This is an optimization exercise on Yosys and OpenROAD, whose aim is small area and a short achievable clock period, not a production implementation. Power figures rest on the tool's default switching activity, not on a simulated workload.

Setup of run a:
## ex_stage
module ex_stage (
	input  logic        clk,
	input  logic        arst_n_i,
	input  logic [306:0] ex_in_flat_i,  
	input  logic [31:0] mem_rdata_i,
	input  logic        irq_i,
	input  logic [31:0] irq_addr_i,
	output logic [97:0] mem_flat_o,    
	output logic [82:0] wb_flat_o,     
	output logic [32:0] jump_flat_o    
);
Size in the first run: ~2,100 cells after synthesis, ~17,000 um^2 of cells after synthesis.
==> flow/config.mk <==
export PLATFORM = sky130hd
export DESIGN_NAME = ex_stage
export DESIGN_NICKNAME = ex_stage
export VERILOG_FILES = /design/flow/design.v
export SDC_FILE = /design/flow/constraint.sdc
export NUM_CORES = 4
export LEC_CHECK = 0
export CAP_MARGIN = 20
export CORE_MARGIN = 2
export CORE_UTILIZATION = 40
export SETUP_SLACK_MARGIN = 1.0
export SLEW_MARGIN = 20
==> flow/constraint.sdc <==
create_clock -name core_clock -period 5.0 [get_ports {clk}]
set_input_delay 1.0000 -clock core_clock [delete_from_list [all_inputs] [get_ports {clk}]]
set_output_delay 1.0000 -clock core_clock [all_outputs]
set_load 0.01 [all_outputs]
standard.sh (not shown) runs the stock make flow with config.mk's settings and CLKGATE_MAP_FILE= SYNTH_SCRIPT=/design/flow/synth_recipe.tcl, a recipe that flattens the netlist after the stock synthesis.
==> flow/flow/run.sh <==
#!/bin/bash
export BUFFER_PORTS_ARGS="-buffer_cell sky130_fd_sc_hd__buf_1"
bash standard.sh > standard.log 2>&1
What run b does differently from run a at the input level:
--- a/flow/design.v
+++ b/flow/design.v
@@ -221,52 +221,58 @@
 	assign is_branch = opc == ex_pkg::OPC_BRANCH;
 	assign is_jump   = (opc == ex_pkg::OPC_JAL) || (opc == ex_pkg::OPC_JALR);
 	assign is_system = opc == ex_pkg::OPC_SYSTEM;
 	logic ld_ok, st_ok, csr_ok;
 	assign ld_ok  = !(f3 == 3'd3 || f3 == 3'd6 || f3 == 3'd7);
 	assign st_ok  = !f3[2] && !(f3[1] && f3[0]);
 	assign csr_ok = f3[1:0] != 2'd0;
 	localparam int ARCH_ALU = 1;
 	localparam int ARCH_AT  = 1;
 	localparam bit JGATE    = 1'b0;
-	logic        sub;
-	logic [31:0] sum, alu_p;
-	logic        alu_co;
+	logic [31:0] sum, diff, add_p, sub_p;
+	logic        add_co, sub_co;
 	logic        ltu, lt, eq;
-	assign sub = !inst[2] && (inst[6] || f3[1] || (!f3[0] && inst[5] && inst[30]));
-	ex_add #(.ARCH(ARCH_ALU)) u_alu_add (
+	ex_add #(.ARCH(ARCH_ALU)) u_add (
 		.a_i  (op1),
-		.b_i  (op2 ^ {32{sub}}),
-		.ci_i (sub),
+		.b_i  (op2),
+		.ci_i (1'b0),
 		.s_o  (sum),
-		.p_o  (alu_p),
-		.co_o (alu_co)
+		.p_o  (add_p),
+		.co_o (add_co)
+	);
+	ex_add #(.ARCH(ARCH_ALU)) u_sub (
+		.a_i  (op1),
+		.b_i  (~op2),
+		.ci_i (1'b1),
+		.s_o  (diff),
+		.p_o  (sub_p),
+		.co_o (sub_co)
 	);
-	assign ltu = !alu_co;
+	assign ltu = !sub_co;
 	assign lt  = ltu ^ op1[31] ^ op2[31];
-	assign eq  = &alu_p;  
+	assign eq  = &sub_p;  
 	logic [4:0]  sh;
 	logic [31:0] sh_in, sh_out, sh_rev;
 	logic        fill;
 	assign sh   = inst[5] ? rs2[4:0] : inst[24:20];
 	assign fill = inst[14] && inst[30] && rs1[31];
 	always_comb begin
 		for (int i = 0; i < 32; i++) sh_in[i] = inst[14] ? rs1[i] : rs1[31-i];
 	end
 	assign sh_out = 32'($signed({fill, sh_in}) >>> sh);
 	always_comb begin
 		for (int i = 0; i < 32; i++) sh_rev[i] = sh_out[31-i];
 	end
 	logic [31:0] alu;
 	always_comb begin
 		case (f3)
-			3'd0:    alu = sum;
+			3'd0:    alu = (inst[5] && inst[30]) ? diff : sum;  
 			3'd1:    alu = sh_rev;
 			3'd2:    alu = {31'd0, lt};
 			3'd3:    alu = {31'd0, ltu};
 			3'd4:    alu = op1 ^ op2;
 			3'd5:    alu = sh_out;
 			3'd6:    alu = op1 | op2;
 			default: alu = op1 & op2;
 		endcase
 	end
 	logic [11:0] imm;
@@ -278,48 +284,51 @@
 	ex_add #(.ARCH(ARCH_AT)) u_at_add (
 		.a_i  (at_a),
 		.b_i  (at_b),
 		.ci_i (1'b0),
 		.s_o  (at_sum),
 		.p_o  (at_p),
 		.co_o (at_co)
 	);
 	assign addr   = at_sum;
 	assign target = at_sum;
+	logic [1:0] ld_lo, st_lo;
+	assign ld_lo = rs1[1:0] + inst[21:20];
+	assign st_lo = rs1[1:0] + inst[8:7];
 	logic [7:0]  ld_byte;
 	logic [15:0] ld_half;
 	logic [31:0] ld_data;
 	always_comb begin
-		case (addr[1:0])
+		case (ld_lo)
 			2'd0:    ld_byte = mem_rdata_i[7:0];
 			2'd1:    ld_byte = mem_rdata_i[15:8];
 			2'd2:    ld_byte = mem_rdata_i[23:16];
 			default: ld_byte = mem_rdata_i[31:24];
 		endcase
 	end
-	assign ld_half = addr[1] ? mem_rdata_i[31:16] : mem_rdata_i[15:0];
+	assign ld_half = ld_lo[1] ? mem_rdata_i[31:16] : mem_rdata_i[15:0];
 	always_comb begin
 		case (f3)
 			3'd0:    ld_data = {{24{ld_byte[7]}}, ld_byte};
 			3'd1:    ld_data = {{16{ld_half[15]}}, ld_half};
 			3'd2:    ld_data = mem_rdata_i;
 			3'd4:    ld_data = {24'd0, ld_byte};
 			3'd5:    ld_data = {16'd0, ld_half};
 			default: ld_data = '0;
 		endcase
 	end
 	logic [31:0] st_data;
 	always_comb begin
 		for (int k = 0; k < 4; k++) begin
 			case (f3[1:0])
-				2'd0:    st_data[8*k +: 8] = (addr[1:0] == 2'(k)) ? rs2[7:0] : mem_rdata_i[8*k +: 8];
-				2'd1:    st_data[8*k +: 8] = (addr[1] == k[1]) ? rs2[8*(k%2) +: 8] : mem_rdata_i[8*k +: 8];
+				2'd0:    st_data[8*k +: 8] = (st_lo == 2'(k)) ? rs2[7:0] : mem_rdata_i[8*k +: 8];
+				2'd1:    st_data[8*k +: 8] = (st_lo[1] == k[1]) ? rs2[8*(k%2) +: 8] : mem_rdata_i[8*k +: 8];
 				default: st_data[8*k +: 8] = rs2[8*k +: 8];
 			endcase
 		end
 	end
 	logic [31:0] csr_src, csr_w;
 	assign csr_src = f3[2] ? {27'd0, inst[19:15]} : rs1;
 	always_comb begin
 		case (f3[1:0])
 			2'd1:    csr_w = csr_src;
 			2'd2:    csr_w = csrd | csr_src;
### Flow results
- Against run a as the reference, run b delivers a lower mean post-synth cell area.
- From run a to run b, final number of setup-violating endpoints did not move at all.
- Going from run a to run b, global-route wire length before repair increased about 5%; cell count increased 120; switching portion of total power increased 0.31 points; portion of the layout cell area used by clock cells increased 0.17 points; synthesized cell count increased 186.
- Between run a and run b, the flow reports cell area after layout increasing slightly.
- Looking at slowest cell on the critical path, the sky130_fd_sc_hd__or4_1 result is from run b; the sky130_fd_sc_hd__or4_4 one comes from run a.
Function was not checked in any run of this note: the RTL went through the layout flow alone.

==> what the ideal ports hide <==
The results above use ideal ports. As a check the final layouts listed here were re-extracted and re-timed, cells and wires unchanged. Step 1: set_driving_cell puts a clkbuf_16 on clk and a buf_2 on each other input, an assumption about the parent block. Step 2 times the ports against the registers' clock, not the clock port: input delays grow and output delays shrink by t, the midpoint of the rising clock arrivals with the driver on. Slacks: ideal / step 1 / step 2; pairs: ideal / step 1.
| run | t, ns | slack for setup (ns) | worst setup path after step 2 | clock arrival spread, ns |
|---|---|---|---|---|
| run a | 0.573 | 0.627 / 0.638 / 0.065 | input to register | 0.020 / 0.020 |
| run b | 0.570 | 0.986 / 1.006 / 0.436 | input to register | 0.032 / 0.032 |
After both steps setup and hold are still met in every run listed. For run a, which loses most, drivers alone change the setup slack by +0.011 ns; drivers and shift together by -0.562 ns.
